What follows belongs to an exercise in optimizing a design on an open flow for small area and a short achievable clock period; a production flow would make more cautious choices. In this exercise RTL edits were held to simulation tests only and were not proved equivalent to the original. Power and IR drop assume default switching activity.

==> design/flow/design.v <==
`timescale 1ns/1ps
package isa_pkg;
    localparam int REG_AW = 5;  
    localparam logic [5:0] OP_RTYPE = 6'h00;
    localparam logic [5:0] OP_J     = 6'h02;
    localparam logic [5:0] OP_JAL   = 6'h03;
    localparam logic [5:0] OP_BEQ   = 6'h04;
    localparam logic [5:0] OP_BNE   = 6'h05;
    localparam logic [5:0] OP_ADDI  = 6'h08;
    localparam logic [5:0] OP_ANDI  = 6'h0c;
    localparam logic [5:0] OP_ORI   = 6'h0d;
    localparam logic [5:0] OP_LUI   = 6'h0f;
    localparam logic [5:0] OP_LB    = 6'h20;
    localparam logic [5:0] OP_LW    = 6'h23;
    localparam logic [5:0] OP_SW    = 6'h2b;
    localparam logic [5:0] FN_SLL  = 6'h00;
    localparam logic [5:0] FN_JR   = 6'h08;
    localparam logic [5:0] FN_JALR = 6'h09;
    localparam logic [5:0] FN_ADD  = 6'h20;
    localparam logic [5:0] FN_SUB  = 6'h22;
    localparam logic [5:0] FN_AND  = 6'h24;
    localparam logic [5:0] FN_OR   = 6'h25;
    localparam logic [5:0] FN_SLT  = 6'h2a;
    localparam logic [1:0] ALU_ADD   = 2'b00;
    localparam logic [1:0] ALU_SUB   = 2'b01;
    localparam logic [1:0] ALU_RTYPE = 2'b10;  
    localparam logic [1:0] ALU_LOGIC = 2'b11;
    localparam logic [1:0] WD_BYTE = 2'b01;
    localparam logic [1:0] WD_WORD = 2'b11;
    localparam int CLS_W = 4;
    localparam logic [CLS_W-1:0] CL_ILLEGAL = 4'd0;
    localparam logic [CLS_W-1:0] CL_RALU    = 4'd1;
    localparam logic [CLS_W-1:0] CL_JR      = 4'd2;
    localparam logic [CLS_W-1:0] CL_JALR    = 4'd3;
    localparam logic [CLS_W-1:0] CL_ADDI    = 4'd4;
    localparam logic [CLS_W-1:0] CL_LOGIC   = 4'd5;
    localparam logic [CLS_W-1:0] CL_LUI     = 4'd6;
    localparam logic [CLS_W-1:0] CL_LW      = 4'd7;
    localparam logic [CLS_W-1:0] CL_LB      = 4'd8;
    localparam logic [CLS_W-1:0] CL_SW      = 4'd9;
    localparam logic [CLS_W-1:0] CL_BRANCH  = 4'd10;
    localparam logic [CLS_W-1:0] CL_J       = 4'd11;
    localparam logic [CLS_W-1:0] CL_JAL     = 4'd12;
    typedef struct packed {
        logic [5:0]        opcode;
        logic [REG_AW-1:0] rs;
        logic [REG_AW-1:0] rt;
        logic [REG_AW-1:0] rd;
        logic [4:0]        shamt;
        logic [5:0]        funct;
    } r_fmt_t;
    typedef struct packed {
        logic [5:0]        opcode;
        logic [REG_AW-1:0] rs;
        logic [REG_AW-1:0] rt;
        logic [15:0]       imm16;
    } i_fmt_t;
    typedef struct packed {
        logic [5:0]  opcode;
        logic [25:0] target26;
    } j_fmt_t;
    typedef union packed {
        r_fmt_t r;
        i_fmt_t i;
        j_fmt_t j;
    } instr_u;
endpackage
`timescale 1ns/1ps
package pipe_pkg;
    localparam int DATA_W = 32;
    localparam int INGRESS_DEPTH = 4;
    localparam int EGRESS_CREDITS = 2;
    localparam int CRED_W = $clog2(EGRESS_CREDITS + 1);
endpackage
`timescale 1ns/1ps
import isa_pkg::*;
import pipe_pkg::*;
module instr_ingress (
    input  logic              clk,
    input  logic              i_rst_n,
    input  logic              i_instr_valid,
    input  logic [CLS_W-1:0]  i_cls,
    input  logic [25:0]       i_instr,
    input  logic [DATA_W-1:0] i_pc4,
    input  logic              i_pop,
    output logic              o_not_empty,
    output logic [CLS_W-1:0]  o_head_cls,
    output logic [25:0]       o_head_instr,
    output logic [DATA_W-1:0] o_head_pc4,
    output logic [REG_AW-1:0] o_head_rs,
    output logic [REG_AW-1:0] o_head_rt,
    output logic              o_next_in,   
    output logic              o_next_q,    
    output logic [REG_AW-1:0] o_q_rs,      
    output logic [REG_AW-1:0] o_q_rt
);
    localparam int EW = CLS_W + 26 + DATA_W;
    typedef logic [$clog2(INGRESS_DEPTH+1)-1:0] cnt_t;
    logic [EW-1:0] mem [INGRESS_DEPTH];
    logic [INGRESS_DEPTH-1:0] wr_oh;
    logic [INGRESS_DEPTH-1:0] rd_oh;
    logic [INGRESS_DEPTH-1:0] rd_oh_1;
    cnt_t count;
    logic push;
    logic pop;
    logic [EW-1:0] head;
    logic [EW-1:0] head_1;
    assign push    = i_instr_valid;  
    assign pop     = i_pop;          
    assign rd_oh_1 = {rd_oh[INGRESS_DEPTH-2:0], rd_oh[INGRESS_DEPTH-1]};
    always_ff @(posedge clk) begin
        for (int k = 0; k < INGRESS_DEPTH; k++) begin
            if (push && wr_oh[k]) mem[k] <= {i_cls, i_instr, i_pc4};
        end
    end
    always_ff @(posedge clk or negedge i_rst_n) begin
        if (!i_rst_n) begin
            wr_oh <= INGRESS_DEPTH'(1);
            rd_oh <= INGRESS_DEPTH'(1);
            count <= '0;
        end else begin
            if (push) wr_oh <= {wr_oh[INGRESS_DEPTH-2:0], wr_oh[INGRESS_DEPTH-1]};
            if (pop)  rd_oh <= rd_oh_1;
            if (push && !pop) begin
                count <= count + 1'b1;
            end else if (pop && !push) begin
                count <= count - 1'b1;
            end
        end
    end
    always_comb begin
        head   = '0;
        head_1 = '0;
        for (int k = 0; k < INGRESS_DEPTH; k++) begin
            head   = head   | ({EW{rd_oh[k]}}   & mem[k]);
            head_1 = head_1 | ({EW{rd_oh_1[k]}} & mem[k]);
        end
    end
    assign o_next_in = (count == cnt_t'(pop));
    assign o_next_q  = pop;
    assign {o_q_rs, o_q_rt} = head_1[DATA_W+25 -: 2*REG_AW];
    always_ff @(posedge clk) begin
        if (o_next_in) begin
            {o_head_rs, o_head_rt} <= i_instr[25:16];
        end else if (o_next_q) begin
            {o_head_rs, o_head_rt} <= {o_q_rs, o_q_rt};
        end
    end
    assign o_not_empty = (count != '0);
    assign {o_head_cls, o_head_instr, o_head_pc4} = head;
endmodule
`timescale 1ns/1ps
import isa_pkg::*;
import pipe_pkg::*;
module register_file (
    input  logic              clk,
    input  logic              i_rst_n,
    input  logic              i_we,
    input  logic [REG_AW-1:0] i_wr_addr,
    input  logic [DATA_W-1:0] i_wr_data,
    input  logic [REG_AW-1:0] i_rd_addr1,       
    input  logic [REG_AW-1:0] i_rd_addr2,
    input  logic              i_next_in,
    input  logic              i_next_q,
    input  logic [REG_AW-1:0] i_in_addr1,
    input  logic [REG_AW-1:0] i_in_addr2,
    input  logic [REG_AW-1:0] i_q_addr1,
    input  logic [REG_AW-1:0] i_q_addr2,
    output logic [DATA_W-1:0] o_rd_data1,
    output logic [DATA_W-1:0] o_rd_data2
);
    localparam int NR = 2**REG_AW;
    logic [DATA_W-1:0] regs [1:NR-1];
    logic [NR-1:1]     valid;
    logic [NR-1:1]     valid_next;
    logic [NR-1:1]     wsel;
    logic [NR-1:1]     rsel1;
    logic [NR-1:1]     rsel2;
    logic [DATA_W-1:0] rd1;
    logic [DATA_W-1:0] rd2;
    logic              hit1;
    logic              hit2;
    always_comb begin
        for (int i = 1; i < NR; i++) begin
            wsel[i] = i_we && (i_wr_addr == REG_AW'(i));  
        end
    end
    assign valid_next = valid | wsel;
    always_ff @(posedge clk or negedge i_rst_n) begin
        if (!i_rst_n) begin
            valid <= '0;
        end else begin
            valid <= valid_next;
        end
    end
    always_ff @(posedge clk) begin
        for (int i = 1; i < NR; i++) begin
            if (wsel[i]) regs[i] <= i_wr_data;
            rsel1[i] <= valid_next[i] && (i_next_in ? (i_in_addr1 == REG_AW'(i)) :
                                          i_next_q  ? (i_q_addr1  == REG_AW'(i)) :
                                                      (i_rd_addr1 == REG_AW'(i)));
            rsel2[i] <= valid_next[i] && (i_next_in ? (i_in_addr2 == REG_AW'(i)) :
                                          i_next_q  ? (i_q_addr2  == REG_AW'(i)) :
                                                      (i_rd_addr2 == REG_AW'(i)));
        end
    end
    always_comb begin
        rd1 = '0;
        rd2 = '0;
        for (int i = 1; i < NR; i++) begin
            rd1 = rd1 | ({DATA_W{rsel1[i]}} & regs[i]);
            rd2 = rd2 | ({DATA_W{rsel2[i]}} & regs[i]);
        end
    end
    assign hit1 = i_we && (i_wr_addr == i_rd_addr1) && (i_rd_addr1 != '0);
    assign hit2 = i_we && (i_wr_addr == i_rd_addr2) && (i_rd_addr2 != '0);
    assign o_rd_data1 = hit1 ? i_wr_data : rd1;
    assign o_rd_data2 = hit2 ? i_wr_data : rd2;
endmodule
`timescale 1ns/1ps
import isa_pkg::*;
module instr_classify (
    input  logic [5:0]       i_opcode,
    input  logic [5:0]       i_funct,
    output logic [CLS_W-1:0] o_cls
);
    always_comb begin
        case (i_opcode)
            OP_RTYPE: begin
                case (i_funct)
                    FN_ADD, FN_SUB, FN_AND, FN_OR, FN_SLT, FN_SLL: o_cls = CL_RALU;
                    FN_JR:   o_cls = CL_JR;
                    FN_JALR: o_cls = CL_JALR;
                    default: o_cls = CL_ILLEGAL;
                endcase
            end
            OP_ADDI:         o_cls = CL_ADDI;
            OP_ANDI, OP_ORI: o_cls = CL_LOGIC;
            OP_LUI:          o_cls = CL_LUI;
            OP_LW:           o_cls = CL_LW;
            OP_LB:           o_cls = CL_LB;
            OP_SW:           o_cls = CL_SW;
            OP_BEQ, OP_BNE:  o_cls = CL_BRANCH;
            OP_J:            o_cls = CL_J;
            OP_JAL:          o_cls = CL_JAL;
            default:         o_cls = CL_ILLEGAL;
        endcase
    end
endmodule
module control_unit (
    input  logic [CLS_W-1:0] i_cls,
    output logic       o_reg_dst,
    output logic       o_alu_src,
    output logic [1:0] o_alu_op,
    output logic       o_branch,
    output logic       o_jump,
    output logic       o_jump_reg,
    output logic       o_link,
    output logic       o_mem_read,
    output logic       o_mem_write,
    output logic       o_mem_to_reg,
    output logic       o_reg_write,
    output logic       o_imm_signed,
    output logic [1:0] o_width,
    output logic       o_illegal,
    output logic       o_lui
);
    always_comb begin
        o_reg_dst    = 1'b0;
        o_alu_src    = 1'b0;
        o_alu_op     = ALU_ADD;
        o_branch     = 1'b0;
        o_jump       = 1'b0;
        o_jump_reg   = 1'b0;
        o_link       = 1'b0;
        o_mem_read   = 1'b0;
        o_mem_write  = 1'b0;
        o_mem_to_reg = 1'b0;
        o_reg_write  = 1'b0;
        o_imm_signed = 1'b0;
        o_width      = 2'b00;
        o_illegal    = 1'b0;
        o_lui        = 1'b0;
        case (i_cls)
            CL_RALU: begin
                o_reg_dst   = 1'b1;
                o_alu_op    = ALU_RTYPE;
                o_reg_write = 1'b1;
            end
            CL_JR: o_jump_reg = 1'b1;
            CL_JALR: begin
                o_jump_reg  = 1'b1;
                o_link      = 1'b1;
                o_reg_dst   = 1'b1;
                o_reg_write = 1'b1;
            end
            CL_ADDI: begin
                o_alu_src    = 1'b1;
                o_reg_write  = 1'b1;
                o_imm_signed = 1'b1;
            end
            CL_LOGIC: begin
                o_alu_src   = 1'b1;
                o_alu_op    = ALU_LOGIC;
                o_reg_write = 1'b1;
            end
            CL_LUI: begin
                o_alu_src   = 1'b1;
                o_reg_write = 1'b1;
                o_lui       = 1'b1;
            end
            CL_LW, CL_LB: begin
                o_alu_src    = 1'b1;
                o_mem_read   = 1'b1;
                o_mem_to_reg = 1'b1;
                o_reg_write  = 1'b1;
                o_imm_signed = 1'b1;
                o_width      = (i_cls == CL_LB) ? WD_BYTE : WD_WORD;
            end
            CL_SW: begin
                o_alu_src    = 1'b1;
                o_mem_write  = 1'b1;
                o_imm_signed = 1'b1;
                o_width      = WD_WORD;
            end
            CL_BRANCH: begin
                o_branch     = 1'b1;
                o_alu_op     = ALU_SUB;
                o_imm_signed = 1'b1;
            end
            CL_J: o_jump = 1'b1;
            CL_JAL: begin
                o_jump      = 1'b1;
                o_link      = 1'b1;
                o_reg_write = 1'b1;
            end
            default: o_illegal = 1'b1;
        endcase
    end
endmodule
`timescale 1ns/1ps
import isa_pkg::*;
import pipe_pkg::*;
module instruction_decode (
    input  logic              clk,
    input  logic              i_rst_n,
    input  logic              i_issue,
    input  logic [CLS_W-1:0]  i_cls,
    input  logic [25:0]       i_instr,
    input  logic [DATA_W-1:0] i_pc4,
    input  logic [REG_AW-1:0] i_rs,
    input  logic [REG_AW-1:0] i_rt,
    input  logic              i_next_in,
    input  logic              i_next_q,
    input  logic [REG_AW-1:0] i_in_rs,
    input  logic [REG_AW-1:0] i_in_rt,
    input  logic [REG_AW-1:0] i_q_rs,
    input  logic [REG_AW-1:0] i_q_rt,
    input  logic              i_wb_we,
    input  logic [REG_AW-1:0] i_wb_addr,
    input  logic [DATA_W-1:0] i_wb_data,
    output logic              o_dec_valid,
    output logic [REG_AW-1:0] o_rs,
    output logic [REG_AW-1:0] o_rt,
    output logic [REG_AW-1:0] o_rd,
    output logic [4:0]        o_shamt,
    output logic [DATA_W-1:0] o_reg_da,
    output logic [DATA_W-1:0] o_reg_db,
    output logic [DATA_W-1:0] o_immediate,
    output logic [DATA_W-1:0] o_jmp_addr,
    output logic [DATA_W-1:0] o_pc4,
    output logic              o_reg_dst,
    output logic              o_alu_src,
    output logic [1:0]        o_alu_op,
    output logic              o_branch,
    output logic              o_jump,
    output logic              o_jump_reg,
    output logic              o_link,
    output logic              o_mem_read,
    output logic              o_mem_write,
    output logic              o_mem_to_reg,
    output logic              o_reg_write,
    output logic              o_imm_signed,
    output logic [1:0]        o_width,
    output logic              o_illegal
);
    logic [DATA_W-1:0] rd_data1;
    logic [DATA_W-1:0] rd_data2;
    logic [DATA_W-1:0] imm_ext;
    logic [15:0]       imm16;
    logic              c_reg_dst, c_alu_src, c_branch, c_jump, c_jump_reg, c_link;
    logic              c_mem_read, c_mem_write, c_mem_to_reg, c_reg_write;
    logic              c_imm_signed, c_illegal, c_lui;
    logic [1:0]        c_alu_op;
    logic [1:0]        c_width;
    register_file u_regfile (
        .clk        (clk),
        .i_rst_n    (i_rst_n),
        .i_we       (i_wb_we),
        .i_wr_addr  (i_wb_addr),
        .i_wr_data  (i_wb_data),
        .i_rd_addr1 (i_rs),
        .i_rd_addr2 (i_rt),
        .i_next_in  (i_next_in),
        .i_next_q   (i_next_q),
        .i_in_addr1 (i_in_rs),
        .i_in_addr2 (i_in_rt),
        .i_q_addr1  (i_q_rs),
        .i_q_addr2  (i_q_rt),
        .o_rd_data1 (rd_data1),
        .o_rd_data2 (rd_data2)
    );
    control_unit u_ctrl (
        .i_cls        (i_cls),
        .o_reg_dst    (c_reg_dst),
        .o_alu_src    (c_alu_src),
        .o_alu_op     (c_alu_op),
        .o_branch     (c_branch),
        .o_jump       (c_jump),
        .o_jump_reg   (c_jump_reg),
        .o_link       (c_link),
        .o_mem_read   (c_mem_read),
        .o_mem_write  (c_mem_write),
        .o_mem_to_reg (c_mem_to_reg),
        .o_reg_write  (c_reg_write),
        .o_imm_signed (c_imm_signed),
        .o_width      (c_width),
        .o_illegal    (c_illegal),
        .o_lui        (c_lui)
    );
    assign imm16 = i_instr[15:0];
    always_comb begin
        if (c_lui) begin
            imm_ext = {imm16, 16'h0000};  
        end else if (c_imm_signed) begin
            imm_ext = {{16{imm16[15]}}, imm16};
        end else begin
            imm_ext = {16'h0000, imm16};
        end
    end
    always_ff @(posedge clk or negedge i_rst_n) begin
        if (!i_rst_n) begin
            o_dec_valid <= 1'b0;
        end else begin
            o_dec_valid <= i_issue;  
        end
    end
    always_ff @(posedge clk) begin
        {o_reg_dst, o_alu_src, o_alu_op, o_branch, o_jump, o_jump_reg, o_link,
         o_mem_read, o_mem_write, o_mem_to_reg, o_reg_write, o_imm_signed,
         o_width, o_illegal} <=
            {c_reg_dst, c_alu_src, c_alu_op, c_branch, c_jump, c_jump_reg, c_link,
             c_mem_read, c_mem_write, c_mem_to_reg, c_reg_write, c_imm_signed,
             c_width, c_illegal};
        {o_rs, o_rt, o_rd, o_shamt} <= i_instr[25:6];
        o_reg_da    <= rd_data1;
        o_reg_db    <= rd_data2;
        o_immediate <= imm_ext;
        o_jmp_addr  <= {i_pc4[31:28], i_instr, 2'b00};
        o_pc4       <= i_pc4;
    end
endmodule
`timescale 1ns/1ps
import pipe_pkg::*;
module decode_egress (
    input  logic clk,
    input  logic i_rst_n,
    input  logic i_not_empty,
    input  logic i_dec_credit,
    output logic o_issue
);
    logic [CRED_W-1:0] credits;  
    assign o_issue = i_not_empty && (credits != '0);
    always_ff @(posedge clk or negedge i_rst_n) begin
        if (!i_rst_n) begin
            credits <= CRED_W'(EGRESS_CREDITS);
        end else if (o_issue && !i_dec_credit) begin
            credits <= credits - 1'b1;
        end else if (i_dec_credit && !o_issue) begin
            credits <= credits + 1'b1;
        end
    end
endmodule
`timescale 1ns/1ps
import isa_pkg::*;
import pipe_pkg::*;
module decode_top (
    input  logic              clk,
    input  logic              i_rst_n,
    input  logic              i_instr_valid,
    input  logic [DATA_W-1:0] i_instr,
    input  logic [DATA_W-1:0] i_pc4,
    output logic              o_instr_credit,
    input  logic              i_wb_we,
    input  logic [REG_AW-1:0] i_wb_addr,
    input  logic [DATA_W-1:0] i_wb_data,
    input  logic              i_dec_credit,
    output logic              o_dec_valid,
    output logic [REG_AW-1:0] o_rs,
    output logic [REG_AW-1:0] o_rt,
    output logic [REG_AW-1:0] o_rd,
    output logic [4:0]        o_shamt,
    output logic [DATA_W-1:0] o_reg_da,
    output logic [DATA_W-1:0] o_reg_db,
    output logic [DATA_W-1:0] o_immediate,
    output logic [DATA_W-1:0] o_jmp_addr,
    output logic [DATA_W-1:0] o_pc4,
    output logic              o_reg_dst,
    output logic              o_alu_src,
    output logic [1:0]        o_alu_op,
    output logic              o_branch,
    output logic              o_jump,
    output logic              o_jump_reg,
    output logic              o_link,
    output logic              o_mem_read,
    output logic              o_mem_write,
    output logic              o_mem_to_reg,
    output logic              o_reg_write,
    output logic              o_imm_signed,
    output logic [1:0]        o_width,
    output logic              o_illegal
);
    logic              issue;
    logic              not_empty;
    logic [CLS_W-1:0]  in_cls;
    logic [CLS_W-1:0]  head_cls;
    logic [25:0]       head_instr;
    logic [DATA_W-1:0] head_pc4;
    logic [REG_AW-1:0] head_rs;
    logic [REG_AW-1:0] head_rt;
    logic              next_in;
    logic              next_q;
    logic [REG_AW-1:0] q_rs;
    logic [REG_AW-1:0] q_rt;
    logic              dec_valid;
    instr_classify u_classify (
        .i_opcode (i_instr[31:26]),
        .i_funct  (i_instr[5:0]),
        .o_cls    (in_cls)
    );
    instr_ingress u_ingress (
        .clk           (clk),
        .i_rst_n       (i_rst_n),
        .i_instr_valid (i_instr_valid),
        .i_cls         (in_cls),
        .i_instr       (i_instr[25:0]),
        .i_pc4         (i_pc4),
        .i_pop         (issue),
        .o_not_empty   (not_empty),
        .o_head_cls    (head_cls),
        .o_head_instr  (head_instr),
        .o_head_pc4    (head_pc4),
        .o_head_rs     (head_rs),
        .o_head_rt     (head_rt),
        .o_next_in     (next_in),
        .o_next_q      (next_q),
        .o_q_rs        (q_rs),
        .o_q_rt        (q_rt)
    );
    instruction_decode u_decode (
        .clk          (clk),
        .i_rst_n      (i_rst_n),
        .i_issue      (issue),
        .i_cls        (head_cls),
        .i_instr      (head_instr),
        .i_pc4        (head_pc4),
        .i_rs         (head_rs),
        .i_rt         (head_rt),
        .i_next_in    (next_in),
        .i_next_q     (next_q),
        .i_in_rs      (i_instr[25:21]),
        .i_in_rt      (i_instr[20:16]),
        .i_q_rs       (q_rs),
        .i_q_rt       (q_rt),
        .i_wb_we      (i_wb_we),
        .i_wb_addr    (i_wb_addr),
        .i_wb_data    (i_wb_data),
        .o_dec_valid  (dec_valid),
        .o_rs         (o_rs),
        .o_rt         (o_rt),
        .o_rd         (o_rd),
        .o_shamt      (o_shamt),
        .o_reg_da     (o_reg_da),
        .o_reg_db     (o_reg_db),
        .o_immediate  (o_immediate),
        .o_jmp_addr   (o_jmp_addr),
        .o_pc4        (o_pc4),
        .o_reg_dst    (o_reg_dst),
        .o_alu_src    (o_alu_src),
        .o_alu_op     (o_alu_op),
        .o_branch     (o_branch),
        .o_jump       (o_jump),
        .o_jump_reg   (o_jump_reg),
        .o_link       (o_link),
        .o_mem_read   (o_mem_read),
        .o_mem_write  (o_mem_write),
        .o_mem_to_reg (o_mem_to_reg),
        .o_reg_write  (o_reg_write),
        .o_imm_signed (o_imm_signed),
        .o_width      (o_width),
        .o_illegal    (o_illegal)
    );
    assign o_dec_valid    = dec_valid;
    assign o_instr_credit = dec_valid;
    decode_egress u_egress (
        .clk          (clk),
        .i_rst_n      (i_rst_n),
        .i_not_empty  (not_empty),
        .i_dec_credit (i_dec_credit),
        .o_issue      (issue)
    );
endmodule
==> design/flow/flow/run.sh <==
#!/bin/bash
# The standard layout, with plain buffers (instead of the default delay
# cells) as the port buffers that global placement adds to every input and
# output port.
set -euo pipefail
cd "$(dirname "$0")/.."
export BUFFER_PORTS_ARGS="-buffer_cell sky130_fd_sc_hd__buf_2"
bash standard.sh > standard_flow.log 2>&1
==> design/flow/standard.sh <==
#!/bin/bash
# synth_recipe.tcl (not shown) runs the flow's synth.tcl, then flattens the netlist and writes it again
# the make line also repeats each setting of config.mk as NAME=value (left out here)
make -C /OpenROAD-flow-scripts/flow DESIGN_CONFIG=/design/flow/config.mk WORK_HOME=/design/flow/orfs CLKGATE_MAP_FILE= SYNTH_SCRIPT=/design/flow/synth_recipe.tcl "${@:-finish}"
==> design/flow/config.mk <==
export PLATFORM = sky130hd
export DESIGN_NAME = decode_top
export DESIGN_NICKNAME = decode_top
export VERILOG_FILES = /design/flow/design.v
export SDC_FILE = /design/flow/constraint.sdc
export NUM_CORES = 4
export LEC_CHECK = 0
export ABC_CLOCK_PERIOD_IN_PS = 2300
export CAP_MARGIN = 20
export CELL_PAD_IN_SITES_DETAIL_PLACEMENT = 1
export CELL_PAD_IN_SITES_GLOBAL_PLACEMENT = 1
export CORE_MARGIN = 2
export CORE_UTILIZATION = 50
export CTS_BUF_LIST = sky130_fd_sc_hd__clkbuf_8 sky130_fd_sc_hd__clkbuf_16
export CTS_CLUSTER_DIAMETER = 80
export CTS_CLUSTER_SIZE = 20
export SETUP_SLACK_MARGIN = 2.3
export SLEW_MARGIN = 20
==> design/flow/constraint.sdc <==
create_clock -name core_clock -period 4.5 [get_ports {clk}]
set_input_delay 0.9000 -clock core_clock [delete_from_list [all_inputs] [get_ports {clk}]]
set_output_delay 0.9000 -clock core_clock [all_outputs]
set_load 0.01 [all_outputs]
==> impl_metrics.py, run 1 <==
metrics = {
    "timing": {
        "post-route-period-util_pct": 50.0,
        "grt_setup_unrepaired": "yes",
        "worstMarginPinSlew_ns": 1.09,
        "timing.setup.tns_ns": 0,
        "holdWs_ns": 0.298,
        "worst_clock_skew_ns": 0.0293,
        "setup_ws_ns": 2.25,
        "setup_viol": 0,
        "fin_crit_ns": 2.25,
        "clock.fmax_ghz": 0.445,
        "hold_viol": 0,
        "final_max_slew_viol_count": 0,
        "relSlewSlack_pct": 27.2,
    },
    "clock_network": {
        "clkLatencyLatePin_ns": 0.73,
        "cts_tree": "done",
        "h-tree-depth": 3,
        "clockBufferDepth": 3,
        "numCtsBuffers": 87,
        "cts_hold_buf": 0,
        "clk_pin_slew_ns": 0.09,
        "cts-root-buf": "clkbuf_16",
        "clkSinkCount": 1526,
    },
    "logic_synthesis": {
        "avgSynthCellArea_sq_um": 15.4,
        "ys_types": 62,
        "synthCells": 3794,
        "synth_edf_count": 1250,
        "yosysSeqAreaShare_pct": 74.3,
        "yosys_warnings": 8,
        "synth-seq-cells": 1526,
        "syn_area_sq_um": 58300,
        "yosys.area.top_type_share_pct": 64.4,
        "synth_flop_cell": "edfxtp_1",
        "synth_top_area_cell": "edfxtp_1",
        "synthArstFlopShare_pct": 2.95,
        "synth_area_leaders": "edfxtp_1 (64%), dfxtp_1 (7.9%), a22oi_1 (7.7%)",
    },
    "worst_setup_path": {
        "arrival_ns": 2.84,
        "startpoint_type": "flop",
        "endpoint_kind": "flop",
        "cp_max_fo": 24,
        "cp.required_ns": 5.09,
        "crit_type": "reg2reg",
    },
    "route": {
        "wl_mm": 263,
        "drt_iter0_markers": 9197,
        "drc": 0,
        "dr.pass1.iters": 8,
        "vias": 44342,
        "ant_nets": 0,
        "wire_per_inst_um": 46.2,
        "via_per_inst": 7.80,
    },
    "power": {
        "p_int_mw": 22.4,
        "powerDensity_nw_per_um2": 504,
        "vdd_drop_max_v": 0.000305,
        "clkPwrFrac_pct": 25.1,
        "switching_power_mw": 11.1,
        "p_seq_share_pct": 52.6,
        "p_leak_nw": 22.1,
        "p_comb_share_pct": 22.3,
        "p_sw_share_pct": 33.1,
    },
    "global_route": {
        "grt_usage_pct": 42.2,
        "overflow": 0,
        "grt_antenna_before_repair": 19,
        "grt_pass1_vias": 43950,
        "grt_pass1_wl_mm": 350,
        "grt_max_degree": 65,
    },
    "floorplan": {
        "core_sq_um": 116000,
        "pin_count": 304,
        "die_x_um": 345,
        "die-area_sq_um": 119000,
        "row_count": 125,
        "die_y_um": 345,
        "initial_utilization_pct": 50.3,
    },
    "min_path": {
        "hp-class": "in2async",
    },
    "cells_and_area": {
        "n_fill_cell": 10671,
        "top_register": "u_decode.u_regfile.regs",
        "final_util_pct": 57.3,
        "drive_gt1_share_pct": 21.0,
        "final_cells": 5684,
        "syn2layout_area_growth_pct": 13.9,
        "multi_input_area_sq_um": 14700,
        "largest_reg_flops": 992,
        "reg_top3": "u_decode.u_regfile.regs x992, u_ingress.mem x248",
        "regArea_sq_um": 43500,
        "layout.nets": 4178,
    },
    "placed_design": {
        "io_buffers": 301,
        "dp_hpwl_mm": 137,
        "place_ws_ns": 1.35,
        "dp.cells": 5418,
        "gp_congestion": 0.945,
    },
    "run": {
        "maxCapViolCount": 0,
    },
    "outcome": {
        "status": "timing/DRC/antenna clean",
    },
}
## synthesized netlist by cell type (all sizes together) (2+ instances only)
cell / count
a311o: 10
o21a: 4
xor2: 6
ha: 2
o21ai: 31
a21oi: 74
o22ai: 5
a22oi: 601
mux2i: 2
dfrtp: 42
nor2: 178
nand3: 32
dfstp: 3
nand2: 71
a22o: 228
a31oi: 11
buf: 81
mux2: 9
clkbuf: 210
a211o: 2
nor3b: 2
or3: 3
inv: 50
xnor2: 8
nor4: 9
a32o: 10
nor2b: 4
nand4: 177
dfxtp: 231
nor3: 123
a221oi: 224
nand2b: 7
and2: 7
nand3b: 5
a222oi: 64
or2: 6
edfxtp: 1250
## layout make-up
cell class                 instances  area share, %
sequential                      1526           65.6
clock buffer                      90           3.36
clock inverter                    73          0.531
timing repair inverter             1        0.00942
antenna                           17         0.0641
multi-input combinational       1936           22.2
inverter                          50          0.290
tap                             1524           2.87
timing repair buffer             467           5.09
## metal layers
layer / part of all wire, % / track usage, % / vias to the layer above
li1: - / - / 16411
met1: 35 / 56.3 / 22197
met2: 43 / 61.7 / 4565
met3: 15 / 13.9 / 1161
met4: 6.9 / 22.2 / 8
met5: 0.023 / 0 / -
## timing repair
item / 4_1_cts / 5_1_grt
endpoints found under the hold margin: 0 / 0
setup buffers: 47 / 30
endpoints found under the setup margin: 511 / 304
cloned: 5 / 4
pin swaps: 22 / 31
resized for setup: 123 / 104
## through the flow
step	area, sq um	total power, mW
finish	66400	33.4
global placement	61900	23.6
global route	66400	34.1
floorplan	58900	20.4
CTS	65400	32.4
detailed placement	61900	23.7
## kinds of logic (layout without fill, tap and decap cells)
| logic type | count (synthesis) | in the layout | share of synthesized area (%) |
|---|---|---|---|
| and+or+nand+nor | 628 | 632 | 5.43 |
| other | 1 | 19 | 0.00643 |
| AOI/OAI and AO/OA | 1270 | 1274 | 17.3 |
| adders and majority gates | 3 | 3 | 0.0773 |
| xor gates and xnor gates | 14 | 14 | 0.210 |
| buffers and inverters | 341 | 681 | 2.51 |
| muxes | 11 | 11 | 0.208 |
| DFF | 1526 | 1526 | 74.3 |
## power by group through the flow
stage | clock [mW] | sequential, mW | combinational, mW
floorplan | 0 | 16.5 | 3.91
global placement | 0 | 17.7 | 5.85
detailed placement | 0 | 17.7 | 5.97
CTS | 8.40 | 17.4 | 6.64
global route | 8.85 | 17.5 | 7.79
finish | 8.40 | 17.6 | 7.44
## placed cells by master (no fill, tap or decap), types with 88 or more instances in the layout
| master | count |
|---|---|
| edfxtp_1 | 1250 |
| a22oi_1 | 593 |
| buf_2 | 298 |
| a22o_1 | 228 |
| a221oi_1 | 222 |
| nand4_1 | 177 |
| dfxtp_1 | 158 |
| nor2_1 | 115 |
| inv_1 | 111 |
| buf_4 | 97 |
| clkbuf_16 | 88 |
## worst max-delay path, stage by stage (launching register included)
cell and delay (ns):
dfxtp_4 0.56, buf_4 0.33, a22o_1 0.21, a221oi_1 0.27
nand4_1 0.23, nor3_4 0.33, a21oi_1 0.13
## path summary, 6_finish.rpt
kind                                               from                     to  slack (ns)  cells past startpoint
max in group asynchronous                       i_rst_n     u_ingress.rd_oh[3]        3.67                      2
min                                             i_rst_n   u_decode.o_dec_valid        0.30                      2
max                        u_decode.u_regfile.rsel1[25]  u_decode.o_reg_da[24]        2.25                      6
max reg2reg                u_decode.u_regfile.rsel1[25]  u_decode.o_reg_da[24]        2.25                      6
min in group core_clock                     i_instr[10]   u_ingress.mem[2][42]        0.40                      1
min reg2reg                         u_ingress.mem[1][4]      u_decode.o_pc4[4]        0.46                      2
==> run 2: changes to the inputs <==
--- a/design/flow/config.mk
+++ b/design/flow/config.mk
@@ -10,9 +10,10 @@
 export CELL_PAD_IN_SITES_DETAIL_PLACEMENT = 1
 export CELL_PAD_IN_SITES_GLOBAL_PLACEMENT = 1
 export CORE_MARGIN = 2
-export CORE_UTILIZATION = 50
+export CORE_UTILIZATION = 58
 export CTS_BUF_LIST = sky130_fd_sc_hd__clkbuf_8 sky130_fd_sc_hd__clkbuf_16
 export CTS_CLUSTER_DIAMETER = 80
 export CTS_CLUSTER_SIZE = 20
+export PLACE_DENSITY = 0.68
 export SETUP_SLACK_MARGIN = 2.3
 export SLEW_MARGIN = 20
==> run 2 against run 1 <==
Against the previous run:
- still clean
- combinational power up 13%
- first-iteration DRC count rose by 21%
- sequential cell count unchanged
- critical path depth unchanged
- hold slack improved by 0.019 ns
- register-to-register slack worse by 0.55 ns
- sequential share of layout area fell by 0.52 points
- largest power group unchanged
==> impl_metrics.py, run 2 <==
metrics = {
    "logic_synthesis": {
        "synth-seq-cells": 1526,
        "synthTopCellsByCount": "edfxtp_1 (1,250), a22oi_1 (601), dfxtp_1 (231), a22o_1 (228), a221oi_1 (224)",
        "avgSynthCellArea_sq_um": 15.4,
        "yosys_warnings": 8,
        "synth_top_area_cell": "edfxtp_1",
        "yosys.area.top_type_share_pct": 64.4,
        "synth_edf_count": 1250,
        "synth_area_leaders": "edfxtp_1 (64%), dfxtp_1 (7.9%), a22oi_1 (7.7%)",
        "syn_area_sq_um": 58300,
        "synthCells": 3794,
        "ys_types": 62,
        "synth.most_common_cell": "edfxtp_1",
        "synthArstFlopShare_pct": 2.95,
        "synth_flop_cell": "edfxtp_1",
        "yosysSeqAreaShare_pct": 74.3,
    },
    "cells_and_area": {
        "largest_reg_flops": 992,
        "top_register": "u_decode.u_regfile.regs",
        "final_util_pct": 67.0,
        "final_common_cell": "edfxtp_1",
        "reg_top3": "u_decode.u_regfile.regs x992, u_ingress.mem x248",
        "drive_gt1_share_pct": 22.5,
        "syn2layout_area_growth_pct": 14.7,
        "layout.nets": 4229,
        "final_area_sq_um": 66900,
        "mostFrequentLayoutCells": "edfxtp_1 (1,250), a22oi_1 (588), buf_2 (303)",
    },
    "floorplan": {
        "core_sq_um": 99900,
        "die_y_um": 321,
        "pin_count": 304,
        "row_count": 116,
        "die-area_sq_um": 103000,
        "initial_utilization_pct": 58.4,
        "die_x_um": 321,
    },
    "worst_setup_path": {
        "reg2reg_from": "u_ingress.rd_oh[0]",
        "crit_type": "reg2reg",
        "endpoint_kind": "flop",
        "cp_max_fo": 6,
        "worst-r2r-setup-slack_ns": 1.70,
        "startpoint_type": "flop",
        "cp-endpoint": "u_decode.u_regfile.rsel2[16]",
        "rr_worst_depth": 6,
        "cp-startpoint": "u_ingress.rd_oh[0]",
        "r2r-end": "u_decode.u_regfile.rsel2[16]",
        "arrival_ns": 3.35,
        "cp.required_ns": 5.05,
    },
    "timing": {
        "setup_viol": 0,
        "final_max_slew_viol_count": 0,
        "worst_clock_skew_ns": 0.0474,
        "clock.fmax_ghz": 0.357,
        "timing.setup.tns_ns": 0,
        "relSlewSlack_pct": 16.2,
        "worstMarginPinSlew_ns": 1.26,
        "fin_crit_ns": 2.80,
        "setup_ws_ns": 1.70,
        "grt_setup_unrepaired": "yes",
        "post-route-period-util_pct": 62.2,
        "hold_viol": 0,
    },
    "placed_design": {
        "io_buffers": 301,
        "dp_hpwl_mm": 139,
        "place_ws_ns": 1.06,
        "placed_cell_area_sq_um": 61600,
        "gp_congestion": 1.01,
    },
    "global_route": {
        "overflow": 0,
        "grt_pass1_vias": 45902,
        "grt_pass1_wl_mm": 357,
        "grt_max_degree": 65,
        "grt_usage_pct": 50.2,
        "grt_antenna_before_repair": 23,
    },
    "power": {
        "vdd_drop_max_v": 0.000468,
        "switching_power_mw": 11.8,
        "p_comb_share_pct": 24.5,
        "p_seq_share_pct": 50.8,
        "p_leak_nw": 22.6,
        "p_sw_share_pct": 34.4,
        "p_int_mw": 22.5,
        "powerDensity_nw_per_um2": 513,
        "clkPwrFrac_pct": 24.8,
    },
    "clock_network": {
        "cts_hold_buf": 0,
        "clkSinkCount": 1526,
        "cts_tree": "done",
        "clockBufferDepth": 3,
        "cts-root-buf": "clkbuf_16",
        "clk_pin_slew_ns": 0.11,
        "numCtsBuffers": 86,
        "h-tree-depth": 3,
        "clkLatencyLatePin_ns": 0.74,
    },
    "route": {
        "wire_per_inst_um": 50.8,
        "drt_iter0_markers": 11129,
        "ant_nets": 0,
        "vias": 48266,
        "wl_mm": 281,
        "dr.pass1.iters": 9,
        "drc": 0,
        "via_per_inst": 8.73,
    },
    "run": {
        "maxCapViolCount": 0,
    },
    "outcome": {
        "status": "timing/DRC/antenna clean",
    },
    "min_path": {
        "hp-class": "in2async",
    },
}
==> run 2: area by class of cell <==
type	instances	area, sq um
tap	1298	1620
clock buffer	89	2220
inverter	50	193
sequential	1526	43500
fill	8720	33000
timing repair buffer	523	3940
clock inverter	71	302
antenna	37	92.6
multi-input combinational	1933	15000
==> run 2: what timing repair did <==
item / in CTS / in global routing
cloned: 6 / 0
buffers inserted: 65 / 56
endpoints found under the setup margin: 826 / 279
endpoints found under the hold margin: 0 / 0
pin swaps: 34 / 47
resized for setup: 141 / 151
==> run 2: worst min path at each step <==
stage                                             end  slack [ns]
final                              u_ingress.count[0]        0.32
after global routing               u_ingress.count[0]        0.35
after CTS                          u_ingress.rd_oh[3]        0.30
after detailed placement  u_decode.u_regfile.valid[4]        0.45
after global placement              u_decode.o_pc4[3]        0.44
after floorplan                     u_decode.o_pc4[0]        0.43
==> run 2: power by group through the flow <==
| stage | Combinational, mW | Sequential [mW] | Clock (mW) |
|---|---|---|---|
| final | 8.38 | 17.4 | 8.49 |
| after global routing | 8.48 | 17.2 | 8.76 |
| after CTS | 6.74 | 17.2 | 8.21 |
| after detailed placement | 6.11 | 17.5 | 0 |
| after global placement | 5.94 | 17.5 | 0 |
| after floorplan | 3.91 | 16.5 | 0 |
==> run 2: critical path: stages (launching register included) <==
cell,delay (ns)
dfstp_4,0.73
buf_2,0.23
a22oi_1,0.14
a22oi_2,0.30
o21a_2,0.33
nand2_4,0.15
nor4_4,0.73
==> run 2: stage by stage <==
stage / power, mW / hold WS [ns] / cells
3_3_place_gp: 23.4 / 0.436 / 5203
3_5_place_dp: 23.6 / 0.450 / 5203
2_1_floorplan: 20.4 / 0.428 / 3795
6_report: 34.3 / 0.316 / 5527
5_1_grt: 34.5 / 0.351 / 5500
4_1_cts: 32.1 / 0.304 / 5434
==> run 2: per-layer routing <==
metal	wire length (um)	global-route usage (%)
met1	86100	62.4
met4	26300	30.7
met5	93	0
met2	117000	72.2
met3	51700	22.2
==> run 2: logic make-up after synthesis <==
group | synth area share, %
adder cells (fa/ha/maj) | 0.0773
XOR/XNOR | 0.210
other | 0.00643
buffers and inverters | 2.51
multiplexers | 0.208
AO/OA/AOI/OAI | 17.3
flip-flops | 74.3
AND/OR/NAND/NOR | 5.43
==> run 3: changes to the inputs <==
--- a/design/flow/config.mk
+++ b/design/flow/config.mk
@@ -10,10 +10,9 @@
 export CELL_PAD_IN_SITES_DETAIL_PLACEMENT = 1
 export CELL_PAD_IN_SITES_GLOBAL_PLACEMENT = 1
 export CORE_MARGIN = 2
-export CORE_UTILIZATION = 58
+export CORE_UTILIZATION = 50
 export CTS_BUF_LIST = sky130_fd_sc_hd__clkbuf_8 sky130_fd_sc_hd__clkbuf_16
-export CTS_CLUSTER_DIAMETER = 80
-export CTS_CLUSTER_SIZE = 20
-export PLACE_DENSITY = 0.68
-export SETUP_SLACK_MARGIN = 2.3
+export CTS_CLUSTER_DIAMETER = 90
+export CTS_CLUSTER_SIZE = 25
+export SETUP_SLACK_MARGIN = 2.25
 export SLEW_MARGIN = 20
==> run 3 against run 2 <==
Against the previous run:
- critical endpoint is now u_decode.o_reg_da[31]
- combinational power is 11% lower
- largest cell class unchanged
- cell area down 1.7%
- global-route usage is 8.9 points lower
- still clean on timing, DRC and antenna
- non-clock buffer count fell by 33
==> impl_metrics.py, run 3 <==
metrics = {
    "cells_and_area": {
        "regArea_sq_um": 43500,
        "final_cells": 5662,
        "syn2layout_area_growth_pct": 12.8,
        "reg_top3": "u_decode.u_regfile.regs x992, u_ingress.mem x248",
        "drive_gt1_share_pct": 20.7,
        "n_fill_cell": 10813,
        "mostFrequentLayoutCells": "edfxtp_1 (1,250), a22oi_1 (590), buf_2 (301)",
        "layout.nets": 4182,
        "multi_input_area_sq_um": 14600,
        "largest_reg_flops": 992,
        "final_common_cell": "edfxtp_1",
        "top_register": "u_decode.u_regfile.regs",
    },
    "route": {
        "via_per_inst": 7.76,
        "wl_mm": 256,
        "dr.pass1.iters": 9,
        "vias": 43935,
        "ant_nets": 0,
        "wire_per_inst_um": 45.2,
        "drt_iter0_markers": 8663,
        "drc": 0,
    },
    "timing": {
        "worst_clock_skew_ns": 0.0293,
        "grt_setup_unrepaired": "yes",
        "final_max_slew_viol_count": 0,
        "clock.fmax_ghz": 0.426,
        "hold_viol": 0,
        "post-route-period-util_pct": 52.2,
        "setup_viol": 0,
        "relSlewSlack_pct": 13.2,
        "worstMarginPinSlew_ns": 1.30,
        "timing.setup.tns_ns": 0,
        "fin_crit_ns": 2.35,
    },
    "power": {
        "p_seq_share_pct": 53.6,
        "clkPwrFrac_pct": 23.3,
        "p_sw_share_pct": 33.1,
        "p_comb_share_pct": 23.1,
        "vdd_drop_max_v": 0.000440,
        "powerDensity_nw_per_um2": 492,
        "p_int_mw": 21.6,
        "switching_power_mw": 10.7,
        "p_leak_nw": 21.9,
    },
    "floorplan": {
        "die-area_sq_um": 119000,
        "row_count": 125,
        "core_sq_um": 116000,
        "die_x_um": 345,
        "pin_count": 304,
        "die_y_um": 345,
        "initial_utilization_pct": 50.3,
    },
    "logic_synthesis": {
        "synthTopCellsByCount": "edfxtp_1 (1,250), a22oi_1 (601), dfxtp_1 (231), a22o_1 (228), a221oi_1 (224)",
        "synth_edf_count": 1250,
        "synthCells": 3794,
        "synth_flop_cell": "edfxtp_1",
        "avgSynthCellArea_sq_um": 15.4,
        "synth_top_area_cell": "edfxtp_1",
        "yosysSeqAreaShare_pct": 74.3,
        "yosys.area.top_type_share_pct": 64.4,
        "ys_types": 62,
        "synth.most_common_cell": "edfxtp_1",
        "synth_area_leaders": "edfxtp_1 (64%), dfxtp_1 (7.9%), a22oi_1 (7.7%)",
        "synthArstFlopShare_pct": 2.95,
        "synth-seq-cells": 1526,
        "yosys_warnings": 8,
        "syn_area_sq_um": 58300,
    },
    "clock_network": {
        "cts_tree": "done",
        "clockBufferDepth": 3,
        "numCtsBuffers": 71,
        "clkLatencyLatePin_ns": 0.72,
        "clkSinkCount": 1526,
        "cts-root-buf": "clkbuf_16",
        "clk_pin_slew_ns": 0.11,
        "h-tree-depth": 3,
    },
    "placed_design": {
        "dp_hpwl_mm": 141,
        "dp.cells": 5438,
        "io_buffers": 301,
        "gp_congestion": 0.969,
    },
    "global_route": {
        "grt_use_met2_pct": 61.1,
        "overflow": 0,
        "grtUsageMet1_pct": 54.9,
        "grt_pass1_wl_mm": 345,
        "grt_max_degree": 65,
        "grt_util_met3_pct": 12.3,
        "grt_pass1_vias": 43564,
        "grt-busiest-layer": "met2",
        "grt_usage_pct": 41.2,
        "grt_antenna_before_repair": 15,
    },
    "worst_setup_path": {
        "cp_slowest_stage_delay_ns": 0.67,
        "worst-r2r-setup-slack_ns": 2.15,
        "cp_cell_sequence": "buf_4, a22oi_1, nand4_1, nor3_2, a21oi_1",
        "cp_max_fo": 20,
        "cp.required_ns": 5.09,
        "crit_family": "simple AND/OR/NAND/NOR gates",
        "cp_num_buf_inv": 1,
        "cpMaxStageDelayCell": "dfxtp_2",
        "startpoint_type": "flop",
        "crit_type": "reg2reg",
        "endpoint_kind": "flop",
        "reg2reg_from": "u_decode.u_regfile.rsel1[15]",
        "rr_worst_depth": 5,
        "arrival_ns": 2.94,
        "r2r-end": "u_decode.o_reg_da[31]",
    },
    "run": {
        "maxCapViolCount": 0,
    },
    "min_path": {
        "hp-class": "in2async",
    },
    "outcome": {
        "status": "timing/DRC/antenna clean",
    },
}
## run 3: cell counts after synthesis
Identical to the previous run, type by type.
## run 3: repair_timing
action	CTS	global route
pin swaps	16	20
cloned	2	4
endpoints found under the setup margin	347	288
hold buffers	0	0
setup buffers	45	35
gates resized for setup	90	98
## run 3: logic make-up (layout without fill, tap and decap cells)
kind of cell	count (synthesis)	count (layout)	synth area share, %
AOI/OAI and AO/OA	1270	1273	17.3
xor gates and xnor gates	14	14	0.210
adders and majority gates	3	3	0.0773
buffers and inverters	341	671	2.51
DFF	1526	1526	74.3
muxes	11	11	0.208
other	1	9	0.00643
and+or+nand+nor	628	631	5.43
## run 3: how the worst max path moves through the flow
stage,end,startpoint,cells past startpoint
2_1_floorplan,u_decode.u_regfile.regs[28][0],i_wb_addr[4],3
3_3_place_gp,u_decode.u_regfile.regs[14][5],i_wb_addr[0],4
3_5_place_dp,u_decode.u_regfile.regs[14][20],i_wb_addr[0],4
4_1_cts,u_decode.o_reg_da[4],i_wb_addr[0],6
5_1_grt,u_decode.u_regfile.rsel2[31],u_egress.credits[0],7
6_report,u_decode.o_reg_da[31],u_decode.u_regfile.rsel1[15],5
## run 3: layout make-up
cell class                 instances  share of cell area (%)
sequential                      1526                    66.1
multi-input combinational       1934                    22.2
timing repair buffer             490                    5.21
tap                             1524                    2.90
clock buffer                      72                    2.72
clock inverter                    59                   0.453
inverter                          50                   0.293
antenna                            7                  0.0266
## run 3: stage by stage
stage / setup slack (ns) / power (mW) / instance area, sq um / hold slack, ns / util, %
5_1_grt: 2.16 / 33.0 / 65700 / 0.331 / 56.7
2_1_floorplan: 2.05 / 20.4 / 58900 / 0.428 / -
3_3_place_gp: 1.35 / 23.5 / 61900 / 0.438 / 53.4
4_1_cts: 2.17 / 31.4 / 64800 / 0.298 / 55.9
3_5_place_dp: 1.28 / 23.7 / 61900 / 0.448 / 53.4
6_report: 2.15 / 32.3 / 65700 / 0.300 / 56.7
## run 3: metal layers
| layer | share of wire [%] | wire length, um |
|---|---|---|
| met1 | 35 | 90300 |
| met2 | 43 | 110000 |
| met3 | 15 | 38000 |
| met4 | 6.7 | 17100 |
| met5 | 0.048 | 123 |
## run 3: power groups by stage
stage	Combinational [mW]	Clock, mW	Sequential, mW
after floorplan	3.90	0	16.5
after global placement	6.03	0	17.5
after detailed placement	6.19	0	17.5
after CTS	6.65	7.56	17.2
after global routing	7.79	8.00	17.2
final	7.47	7.55	17.3
==> run 4: changes to the inputs <==
--- a/design/flow/design.v
+++ b/design/flow/design.v
@@ -95,12 +95,11 @@
     output logic [REG_AW-1:0] o_q_rt
 );
     localparam int EW = CLS_W + 26 + DATA_W;
-    typedef logic [$clog2(INGRESS_DEPTH+1)-1:0] cnt_t;
     logic [EW-1:0] mem [INGRESS_DEPTH];
     logic [INGRESS_DEPTH-1:0] wr_oh;
     logic [INGRESS_DEPTH-1:0] rd_oh;
     logic [INGRESS_DEPTH-1:0] rd_oh_1;
-    cnt_t count;
+    logic [INGRESS_DEPTH:0] occ;  
     logic push;
     logic pop;
     logic [EW-1:0] head;
@@ -117,14 +116,14 @@
         if (!i_rst_n) begin
             wr_oh <= INGRESS_DEPTH'(1);
             rd_oh <= INGRESS_DEPTH'(1);
-            count <= '0;
+            occ   <= (INGRESS_DEPTH+1)'(1);
         end else begin
             if (push) wr_oh <= {wr_oh[INGRESS_DEPTH-2:0], wr_oh[INGRESS_DEPTH-1]};
             if (pop)  rd_oh <= rd_oh_1;
             if (push && !pop) begin
-                count <= count + 1'b1;
+                occ <= {occ[INGRESS_DEPTH-1:0], 1'b0};
             end else if (pop && !push) begin
-                count <= count - 1'b1;
+                occ <= {1'b0, occ[INGRESS_DEPTH:1]};
             end
         end
     end
@@ -136,7 +135,7 @@
             head_1 = head_1 | ({EW{rd_oh_1[k]}} & mem[k]);
         end
     end
-    assign o_next_in = (count == cnt_t'(pop));
+    assign o_next_in = pop ? occ[1] : occ[0];
     assign o_next_q  = pop;
     assign {o_q_rs, o_q_rt} = head_1[DATA_W+25 -: 2*REG_AW];
     always_ff @(posedge clk) begin
@@ -146,7 +145,7 @@
             {o_head_rs, o_head_rt} <= {o_q_rs, o_q_rt};
         end
     end
-    assign o_not_empty = (count != '0);
+    assign o_not_empty = !occ[0];
     assign {o_head_cls, o_head_instr, o_head_pc4} = head;
 endmodule
 `timescale 1ns/1ps
@@ -469,15 +468,15 @@
     input  logic i_dec_credit,
     output logic o_issue
 );
-    logic [CRED_W-1:0] credits;  
-    assign o_issue = i_not_empty && (credits != '0);
+    logic [EGRESS_CREDITS:0] credits;
+    assign o_issue = i_not_empty && !credits[0];
     always_ff @(posedge clk or negedge i_rst_n) begin
         if (!i_rst_n) begin
-            credits <= CRED_W'(EGRESS_CREDITS);
+            credits <= (EGRESS_CREDITS+1)'(1) << EGRESS_CREDITS;
         end else if (o_issue && !i_dec_credit) begin
-            credits <= credits - 1'b1;
+            credits <= {1'b0, credits[EGRESS_CREDITS:1]};
         end else if (i_dec_credit && !o_issue) begin
-            credits <= credits + 1'b1;
+            credits <= {credits[EGRESS_CREDITS-1:0], 1'b0};
         end
     end
 endmodule
==> run 4 against run 3 <==
Against the previous run:
- still clean
- combinational power down 93%
- cell area down 0.47%
- sequential cell count up 3
- core utilization down 0.34 points
- routed wire length up 4.9%
- power down 27%
- critical path depth unchanged
- largest power group unchanged
==> impl_metrics.py, run 4 <==
metrics = {
    "logic_synthesis": {
        "synth_top_area_cell": "edfxtp_1",
        "synthArstFlopShare_pct": 3.14,
        "synth_flop_cell": "edfxtp_1",
        "synth_edf_count": 1250,
        "ys_types": 65,
        "avgSynthCellArea_sq_um": 15.4,
        "yosys_warnings": 8,
        "yosys.area.top_type_share_pct": 64.2,
        "synth_area_leaders": "edfxtp_1 (64%), dfxtp_1 (7.9%), a22oi_1 (7.2%)",
        "synthCells": 3786,
        "synth-seq-cells": 1529,
        "syn_area_sq_um": 58400,
        "synth.most_common_cell": "edfxtp_1",
        "synthTopCellsByCount": "edfxtp_1 (1,250), a22oi_1 (558), a22o_1 (241), a221oi_1 (232), dfxtp_1 (231)",
        "yosysSeqAreaShare_pct": 74.2,
    },
    "worst_setup_path": {
        "r2r-end": "u_decode.o_reg_db[9]",
        "startpoint_type": "flop",
        "cp-endpoint": "u_decode.o_reg_db[9]",
        "reg2reg_from": "u_decode.u_regfile.rsel2[24]",
        "rr_worst_depth": 5,
        "worst-r2r-setup-slack_ns": 2.16,
        "cp_slowest_stage_delay_ns": 0.63,
        "crit_type": "reg2reg",
        "cpMaxStageDelayCell": "dfxtp_4",
        "endpoint_kind": "flop",
        "cp-startpoint": "u_decode.u_regfile.rsel2[24]",
        "cp.required_ns": 5.07,
        "cp_max_fo": 32,
        "arrival_ns": 2.91,
        "cp_cell_sequence": "a22o_1, a221oi_1, nand4_1, nor3_1, a21oi_1",
    },
    "global_route": {
        "grt_usage_pct": 42.5,
        "grt_max_degree": 65,
        "grt_pass1_vias": 43720,
        "overflow": 0,
        "grt_pass1_wl_mm": 354,
        "grt_antenna_before_repair": 15,
    },
    "placed_design": {
        "io_buffers": 301,
        "gp_congestion": 0.988,
        "dp_hpwl_mm": 142,
        "place_ws_ns": 1.25,
        "placed_cell_area_sq_um": 61900,
    },
    "route": {
        "wl_met3_mm": 43.2,
        "top_layer": "met5",
        "vias": 44950,
        "dr.pass1.iters": 13,
        "wire_per_inst_um": 47.7,
        "wl_mm": 269,
        "met2_wirelength_mm": 115,
        "drt-met1-wl_mm": 91.0,
        "ant_nets": 0,
        "drc": 0,
        "via_per_inst": 7.98,
        "drt_iter0_markers": 8805,
    },
    "floorplan": {
        "die-area_sq_um": 120000,
        "core_sq_um": 116000,
        "row_count": 125,
        "die_x_um": 346,
        "pin_count": 304,
        "die_y_um": 346,
        "initial_utilization_pct": 50.4,
    },
    "power": {
        "switching_power_mw": 5.11,
        "p_comb_share_pct": 2.3,
        "vdd_drop_max_v": 0.000297,
        "p_leak_nw": 21.8,
        "p_seq_share_pct": 65.5,
        "clkPwrFrac_pct": 32.1,
        "p_sw_share_pct": 21.6,
        "powerDensity_nw_per_um2": 362,
        "p_int_mw": 18.6,
    },
    "outcome": {
        "status": "timing/DRC/antenna clean",
    },
    "cells_and_area": {
        "layout.nets": 4152,
        "top_register": "u_decode.u_regfile.regs",
        "syn2layout_area_growth_pct": 12.0,
        "mostFrequentLayoutCells": "edfxtp_1 (1,250), a22oi_1 (558), buf_2 (301)",
        "final_util_pct": 56.4,
        "final_common_cell": "edfxtp_1",
        "largest_reg_flops": 992,
        "final_area_sq_um": 65400,
        "n_fill_cell": 10723,
        "drive_gt1_share_pct": 19.4,
        "reg_top3": "u_decode.u_regfile.regs x992, u_ingress.mem x248",
    },
    "timing": {
        "timing.setup.tns_ns": 0,
        "fin_crit_ns": 2.34,
        "relSlewSlack_pct": 22.3,
        "clock.fmax_ghz": 0.427,
        "hold_viol": 0,
        "setup_viol": 0,
        "final_max_slew_viol_count": 0,
        "post-route-period-util_pct": 52.0,
        "grt_setup_unrepaired": "yes",
        "worst_clock_skew_ns": 0.0343,
        "worstMarginPinSlew_ns": 1.17,
        "setup_ws_ns": 2.16,
    },
    "clock_network": {
        "clockBufferDepth": 3,
        "clkLatencyLatePin_ns": 0.70,
        "cts-root-buf": "clkbuf_16",
        "clk_pin_slew_ns": 0.10,
        "numCtsBuffers": 72,
        "cts_tree": "done",
        "h-tree-depth": 3,
        "clkSinkCount": 1529,
    },
    "min_path": {
        "hp-class": "in2async",
    },
    "run": {
        "maxCapViolCount": 0,
    },
}
run 4: cell count changes after synthesis, moves of 9 or more:
cell      delta
nand2_1     +15
nor2_1      -19
nor3_1      -12
a22oi_1     -43
a22o_1      +13
a311o_2      -9
nand4_1      -9
buf_2       +11
clkbuf_1    -26
nand3_1     +12
a31oi_1     -10
o21ai_0     +24
a32o_1      -10
run 4: cell type report:
| class | count | area (sq um) | share of cell area, % |
|---|---|---|---|
| multi-input cells | 1928 | 14400 | 22.1 |
| clock inverters | 55 | 251 | 0.384 |
| flip-flops and latches | 1529 | 43600 | 66.6 |
| inverters | 50 | 188 | 0.287 |
| repair buffers | 463 | 3170 | 4.84 |
| well taps | 1524 | 1910 | 2.91 |
| diodes | 12 | 30.0 | 0.0459 |
| clock buffers | 75 | 1850 | 2.83 |
run 4: critical path: cells and delay by family (launching register included):
| kind | cells | cell delay, ns |
|---|---|---|
| DFF | 1 | 0.63 |
| and+or+nand+nor | 2 | 0.63 |
| AOI/OAI and AO/OA | 3 | 0.89 |
run 4: worst min path at each step:
stage	startpoint	endpoint	slack [ns]
after floorplan	u_decode.u_regfile.valid[4]	u_decode.u_regfile.valid[4]	0.43
after global placement	u_ingress.mem[1][14]	u_decode.o_pc4[14]	0.43
after detailed placement	u_ingress.mem[1][1]	u_decode.o_pc4[1]	0.44
after CTS	i_rst_n	u_decode.o_dec_valid	0.06
after global routing	i_rst_n	u_decode.o_dec_valid	0.08
final	i_rst_n	u_decode.o_dec_valid	0.09
run 4: cells by family (layout without fill, tap and decap cells):
logic type | Yosys count | in the layout | share of synthesized area, %
xor+xnor | 8 | 8 | 0.120
other cells | 1 | 14 | 0.00642
flops | 1529 | 1529 | 74.2
mux | 13 | 13 | 0.240
compound gates | 1255 | 1261 | 17.2
buf+inv | 336 | 643 | 2.52
fa+ha+maj | 2 | 2 | 0.0428
simple gates | 642 | 642 | 5.66
run 4: layer usage:
| layer | track usage, % | up-vias |
|---|---|---|
| li1 | - | 16291 |
| met1 | 55.6 | 22638 |
| met2 | 63.3 | 4690 |
| met3 | 14.4 | 1311 |
| met4 | 21.8 | 20 |
| met5 | 0 | - |
run 4: per-stage QoR:
stage / total power, mW / std cells / hold slack [ns]
finish: 23.7 / 5636 / 0.0901
global route: 24.2 / 5626 / 0.0811
CTS: 23.7 / 5585 / 0.0619
detailed placement: 16.4 / 5417 / 0.445
global placement: 16.3 / 5417 / 0.434
floorplan: 16.0 / 3787 / 0.428
run 4: timing repair:
action,in CTS,in global routing
buffers inserted,38,33
resized for setup,70,51
hold buffers,0,0
pin swaps,15,12
cloned,0,6
setup endpoints to repair,469,262
run 4: power by group through the flow:
stage / sequential (mW) / combinational, mW / clock, mW
2_1_floorplan: 15.8 / 0.181 / 0
3_3_place_gp: 15.8 / 0.471 / 0
3_5_place_dp: 15.8 / 0.503 / 0
4_1_cts: 15.5 / 0.507 / 7.62
5_1_grt: 15.5 / 0.580 / 8.04
6_report: 15.5 / 0.552 / 7.61
==> run 5: changes to the inputs <==
--- a/design/flow/config.mk
+++ b/design/flow/config.mk
@@ -12,7 +12,7 @@
 export CORE_MARGIN = 2
 export CORE_UTILIZATION = 50
 export CTS_BUF_LIST = sky130_fd_sc_hd__clkbuf_8 sky130_fd_sc_hd__clkbuf_16
-export CTS_CLUSTER_DIAMETER = 90
-export CTS_CLUSTER_SIZE = 25
-export SETUP_SLACK_MARGIN = 2.25
+export CTS_CLUSTER_DIAMETER = 80
+export CTS_CLUSTER_SIZE = 20
+export SETUP_SLACK_MARGIN = 2.3
 export SLEW_MARGIN = 20
==> run 5 against run 4 <==
Against the previous run:
- largest power group unchanged
- critical endpoint is now u_decode.o_reg_db[17]
- still clean on timing, DRC and antenna
- first-iteration DRC count rose by 11%
- sequential share of layout area fell by 1.6 points
- clock-buffer cell count rose by 17
- critical path depth rose by 1
==> impl_metrics.py, run 5 <==
metrics = {
    "outcome": {
        "status": "timing/DRC/antenna clean",
    },
    "timing": {
        "hold_viol": 0,
        "holdWs_ns": 0.140,
        "final_max_slew_viol_count": 0,
        "grt_setup_unrepaired": "yes",
        "clock.fmax_ghz": 0.438,
        "timing.setup.tns_ns": 0,
        "worstMarginPinSlew_ns": 1.20,
        "worst_clock_skew_ns": 0.0325,
        "relSlewSlack_pct": 19.8,
        "post-route-period-util_pct": 50.8,
        "fin_crit_ns": 2.28,
        "setup_viol": 0,
    },
    "placed_design": {
        "io_buffers": 301,
        "dp_hpwl_mm": 140,
        "gp_congestion": 0.932,
    },
    "logic_synthesis": {
        "yosysSeqAreaShare_pct": 74.2,
        "synth_edf_count": 1250,
        "synth_top_area_cell": "edfxtp_1",
        "synth.most_common_cell": "edfxtp_1",
        "syn_area_sq_um": 58400,
        "yosys_warnings": 8,
        "synth_flop_cell": "edfxtp_1",
        "synth-seq-cells": 1529,
        "synthTopCellsByCount": "edfxtp_1 (1,250), a22oi_1 (558), a22o_1 (241), a221oi_1 (232), dfxtp_1 (231)",
        "synthCells": 3786,
        "ys_types": 65,
        "yosys.area.top_type_share_pct": 64.2,
        "synth_area_leaders": "edfxtp_1 (64%), dfxtp_1 (7.9%), a22oi_1 (7.2%)",
        "synthArstFlopShare_pct": 3.14,
        "avgSynthCellArea_sq_um": 15.4,
    },
    "worst_setup_path": {
        "crit_type": "reg2reg",
        "cpMaxStageDelayCell": "dfxtp_2",
        "startpoint_type": "flop",
        "cp_max_fo": 17,
        "cp_cell_sequence": "buf_4, a22o_1, a221oi_1, nand4_1, nor3_2, a21oi_1",
        "cp.required_ns": 5.10,
        "crit_family": "flip-flops",
        "endpoint_kind": "flop",
        "cp_num_buf_inv": 1,
        "arrival_ns": 2.89,
        "cp_slowest_stage_delay_ns": 0.64,
    },
    "power": {
        "powerDensity_nw_per_um2": 368,
        "p_comb_share_pct": 2.3,
        "vdd_drop_max_v": 0.000355,
        "p_leak_nw": 22.6,
        "p_sw_share_pct": 21.7,
        "p_int_mw": 19.3,
        "switching_power_mw": 5.34,
        "clkPwrFrac_pct": 34.7,
        "p_seq_share_pct": 62.9,
    },
    "clock_network": {
        "clk_pin_slew_ns": 0.09,
        "numCtsBuffers": 87,
        "cts_tree": "done",
        "clockBufferDepth": 3,
        "cts-root-buf": "clkbuf_16",
        "clkSinkCount": 1529,
        "clkLatencyLatePin_ns": 0.74,
        "h-tree-depth": 3,
    },
    "cells_and_area": {
        "drive_gt1_share_pct": 21.3,
        "final_util_pct": 57.8,
        "multi_input_area_sq_um": 14700,
        "regArea_sq_um": 43600,
        "top_register": "u_decode.u_regfile.regs",
        "reg_top3": "u_decode.u_regfile.regs x992, u_ingress.mem x248",
        "mostFrequentLayoutCells": "edfxtp_1 (1,250), a22oi_1 (556), buf_2 (301)",
        "syn2layout_area_growth_pct": 14.7,
        "final_common_cell": "edfxtp_1",
        "largest_reg_flops": 992,
        "layout.nets": 4216,
        "n_fill_cell": 10675,
    },
    "global_route": {
        "grtUsageMet1_pct": 56.0,
        "grt-busiest-layer": "met2",
        "grt_util_met3_pct": 16.1,
        "grt_pass1_wl_mm": 362,
        "overflow": 0,
        "grt_usage_pct": 43.6,
        "grt_use_met2_pct": 63.8,
        "grt_max_degree": 65,
        "grt_antenna_before_repair": 25,
        "grt_pass1_vias": 44367,
    },
    "floorplan": {
        "initial_utilization_pct": 50.4,
        "die-area_sq_um": 120000,
        "row_count": 125,
        "die_x_um": 346,
        "pin_count": 304,
        "core_sq_um": 116000,
        "die_y_um": 346,
    },
    "route": {
        "drc": 0,
        "wl_mm": 277,
        "vias": 45501,
        "drt_iter0_markers": 9801,
        "ant_nets": 0,
        "dr.pass1.iters": 10,
        "wire_per_inst_um": 48.4,
        "via_per_inst": 7.95,
    },
    "run": {
        "maxCapViolCount": 0,
    },
    "min_path": {
        "hp-class": "in2async",
    },
}
run 5: path summary, 6_finish.rpt:
kind	endpoint	depth (start not counted)	start	slack, ns
max in group asynchronous	u_ingress.rd_oh[0]	2	i_rst_n	3.44
min in group core_clock	u_ingress.mem[1][2]	1	i_pc4[2]	0.39
min reg2reg	u_decode.o_pc4[31]	2	u_ingress.mem[1][31]	0.46
min	u_decode.o_dec_valid	1	i_rst_n	0.14
max reg2reg	u_decode.o_reg_db[17]	6	u_decode.u_regfile.rsel2[9]	2.22
max	u_decode.o_reg_db[17]	6	u_decode.u_regfile.rsel2[9]	2.22
run 5: metal layers:
metal  up-vias  wire length (um)
met5         -               587
met4        41             21800
met3      1451             46300
met2      4871            116000
met1     22699             92000
li1      16439                 -
run 5: power by group through the flow:
stage	Clock [mW]	Combinational [mW]	Sequential, mW
floorplan	0	0.182	15.8
global placement	0	0.481	15.8
detailed placement	0	0.508	15.8
CTS	8.54	0.517	15.5
global route	8.99	0.604	15.5
finish	8.56	0.578	15.5
run 5: cell type report:
class | instances | area share (%)
sequential | 1529 | 65.0
multi-input combinational | 1929 | 21.9
timing repair buffer | 511 | 5.90
clock buffer | 92 | 3.37
tap | 1524 | 2.84
clock inverter | 70 | 0.584
inverter | 50 | 0.280
antenna | 18 | 0.0672
run 5: metrics by stage:
stage	total power, mW	cells	cell area, sq um	setup WS [ns]
after global placement	16.3	5420	62000	1.35
after global routing	25.1	5708	67000	2.14
final	24.7	5723	67100	2.22
after CTS	24.6	5639	65800	2.23
after floorplan	16.0	3787	58900	2.04
after detailed placement	16.3	5420	62000	1.23
run 5: cells by family after synthesis:
logic type / after synthesis / synth area share [%]
xor+xnor: 8 / 0.120
buf+inv: 336 / 2.52
mux: 13 / 0.240
compound gates: 1255 / 17.2
fa+ha+maj: 2 / 0.0428
simple gates: 642 / 5.66
flops: 1529 / 74.2
other cells: 1 / 0.00642
run 5: repair_timing:
action,CTS,global route
setup buffers,57,58
hold buffers,0,0
endpoints found under the setup margin,509,187
cloned,0,8
resized for setup,105,67
pin swaps,19,26

port drivers added, routing unchanged:
No port has a modelled driver above. Below, the same layouts with a new extraction and two added sets of constraints.
Step 1 sets driving cells, clkbuf_16 on the clock port and buf_2 on the other inputs (assumed; they add their load-dependent delay and slew).
Step 2, shift: input delay + t, output delay - t, t = (earliest + latest rising clock arrival at the registers) / 2. This alone moves slack from input paths to output paths.
a / b / c = ideal / step 1 / step 2; a / b = the first two.
| run | shift t [ns] | setup WS [ns] | worst register clock-pin slew, ns | pins driven straight from the clock port |
|---|---|---|---|---|
| run 1 | 0.797 | 2.252 / 2.235 / 1.497 | 0.10 / 0.10 | 1 |
| run 2 | 0.795 | 1.702 / 1.702 / 0.973 | 0.12 / 0.12 | 1 |
| run 3 | 0.780 | 2.150 / 2.150 / 1.388 | 0.11 / 0.11 | 1 |
| run 4 | 0.776 | 2.158 / 2.158 / 1.417 | 0.11 / 0.11 | 1 |
| run 5 | 0.800 | 2.216 / 2.216 / 1.450 | 0.10 / 0.10 | 1 |
After both steps every run listed still meets setup and hold. For run 5, which loses most, drivers alone change the setup slack by 0.000 ns; drivers and shift together by -0.766 ns.
